What follows belongs to an exercise in optimizing a design on an open flow for small area, a short achievable clock period and few clock cycles; a production flow would make more cautious choices.

## lagoon
Design piecewise_linear_pixel_map_top, start of the top module:
module piecewise_linear_pixel_map_top (
	input  logic             clk,
	input  logic             arst_n,
	input  logic             s_tvalid,
	output logic             s_tready,
	input  logic [7:0]       s_tdata,     
	output logic             m_tvalid,
	input  logic             m_tready,
	output logic [7:0]       m_tdata,     
	input  logic             cfg_we,
	input  logic [IDX_W-1:0] cfg_addr,
	input  logic [PT_W-1:0]  cfg_wdata
);
Size: ~2300 cells after synthesis, roughly 430 flip-flops, ~42 I/O pins, roughly 0.024 mm2 of cells after synthesis.
==> module plpm_queue, before the edit <==
module plpm_queue #(
	parameter int DEPTH = 10
) (
	input  logic             clk,
	input  logic             arst_n,
	input  logic             push,
	input  logic [PIX_W-1:0] din,
	input  logic             pop,
	output logic             vld,
	output logic [PIX_W-1:0] dout
);
	logic [DEPTH-1:0]            full_q;    
	logic [DEPTH-1:0][PIX_W-1:0] ent_q;
	assign vld  = full_q[0];
	assign dout = ent_q[0];
	always_ff @(posedge clk or negedge arst_n) begin
		if (!arst_n) begin
			full_q <= '0;
		end else if (push && !pop) begin
			full_q <= {full_q[DEPTH-2:0], 1'b1};
		end else if (pop && !push) begin
			full_q <= {1'b0, full_q[DEPTH-1:1]};
		end
	end
	always_ff @(posedge clk) begin
		for (int i = 0; i < DEPTH; i++) begin
			if (pop) begin
				if (i == DEPTH - 1) begin
					ent_q[i] <= din;
				end else if (push && !full_q[i+1]) begin
					ent_q[i] <= din;
				end else begin
					ent_q[i] <= ent_q[i+1];
				end
			end else if (push && !full_q[i] && (i == 0 || full_q[i-1])) begin
				ent_q[i] <= din;
			end
		end
	end
endmodule
Settings: LEC_CHECK=0, CAP_MARGIN=20, CORE_MARGIN=2, CORE_UTILIZATION=55, CTS_CLUSTER_DIAMETER=100, CTS_CLUSTER_SIZE=20, SETUP_SLACK_MARGIN=4.9, SLEW_MARGIN=20; clock period 8.5 ns.
run.sh (not shown) runs the stock make flow with config.mk's settings and CLKGATE_MAP_FILE= SYNTH_SCRIPT=/design/flow/synth_recipe.tcl, a recipe that flattens the netlist after the stock synthesis.
Input-level comparison between raven and lagoon:
--- a/flow/design.v
+++ b/flow/design.v
@@ -28,29 +28,44 @@
 	output logic [PIX_W-1:0] dout
 );
-	logic [DEPTH-1:0]            full_q;    
-	logic [DEPTH-1:0][PIX_W-1:0] ent_q;
-	assign vld  = full_q[0];
-	assign dout = ent_q[0];
+	localparam int RN = DEPTH - 1;
+	localparam int PW = $clog2(RN);
+	logic [PIX_W-1:0] ring_q [RN];
+	logic [PW-1:0]    wp_q, rp_q;
+	logic [PW:0]      cnt_q;
+	logic             hv_q;
+	logic [PIX_W-1:0] hd_q;
+	logic             ring_empty, head_free, ring_wr, ring_rd;
+	assign vld        = hv_q;
+	assign dout       = hd_q;
+	assign ring_empty = (cnt_q == '0);
+	assign head_free  = !hv_q || pop;
+	assign ring_rd    = head_free && !ring_empty;
+	assign ring_wr    = push && !(head_free && ring_empty);
 	always_ff @(posedge clk or negedge arst_n) begin
 		if (!arst_n) begin
-			full_q <= '0;
-		end else if (push && !pop) begin
-			full_q <= {full_q[DEPTH-2:0], 1'b1};
-		end else if (pop && !push) begin
-			full_q <= {1'b0, full_q[DEPTH-1:1]};
+			hv_q  <= 1'b0;
+			wp_q  <= '0;
+			rp_q  <= '0;
+			cnt_q <= '0;
+		end else begin
+			if (head_free) begin
+				hv_q <= !ring_empty || push;
+			end
+			if (ring_wr) begin
+				wp_q <= (wp_q == PW'(RN - 1)) ? '0 : wp_q + 1'b1;
+			end
+			if (ring_rd) begin
+				rp_q <= (rp_q == PW'(RN - 1)) ? '0 : rp_q + 1'b1;
+			end
+			cnt_q <= cnt_q + (PW+1)'(ring_wr) - (PW+1)'(ring_rd);
 		end
 	end
 	always_ff @(posedge clk) begin
-		for (int i = 0; i < DEPTH; i++) begin
-			if (pop) begin
-				if (i == DEPTH - 1) begin
-					ent_q[i] <= din;
-				end else if (push && !full_q[i+1]) begin
-					ent_q[i] <= din;
-				end else begin
-					ent_q[i] <= ent_q[i+1];
-				end
-			end else if (push && !full_q[i] && (i == 0 || full_q[i-1])) begin
-				ent_q[i] <= din;
+		if (head_free) begin
+			hd_q <= ring_empty ? din : ring_q[rp_q];
+		end
+		for (int i = 0; i < RN; i++) begin
+			if (ring_wr && wp_q == PW'(i)) begin
+				ring_q[i] <= din;
 			end
 		end
--- outcome ---
Lower count of non-filler cells in the finished layout was reported by raven, not lagoon.
In raven, the depth of the critical timing path with buffers and inverters included came out 1 above the value in lagoon.
Of lagoon and raven, the lower number of DRC markers in iteration 0 belongs to lagoon.
More vias were needed by lagoon than by raven.
raven ended with less count of different cell masters after synthesis than lagoon.
raven vs. lagoon: maximum fanout along the worst path went down by 10.
Function was not checked in any run of this note: the RTL went through the layout flow alone.

==> separate check: timing with driven ports <==
Ports are ideal in the flow. The routed layouts listed here were re-timed in OpenROAD.
Step 1 assumes that a clkbuf_16 drives the clock port and a buf_2 every other input.
Step 2 times the ports against the registers' clock, not the clock port: input delays grow and output delays shrink by t, the midpoint of the rising clock arrivals with the driver on.
a / b / c = ideal / step 1 / step 2; a / b = the first two.
run | t, ns | setup WS [ns] | worst setup path at the end
lagoon | 0.637 | 4.894 / 4.894 / 4.466 | input to register
raven | 0.627 | 4.523 / 4.523 / 4.433 | input to register
After both steps every run listed still meets setup and hold. For lagoon, which loses most, drivers alone change the setup slack by 0.000 ns; drivers and shift together by -0.428 ns.
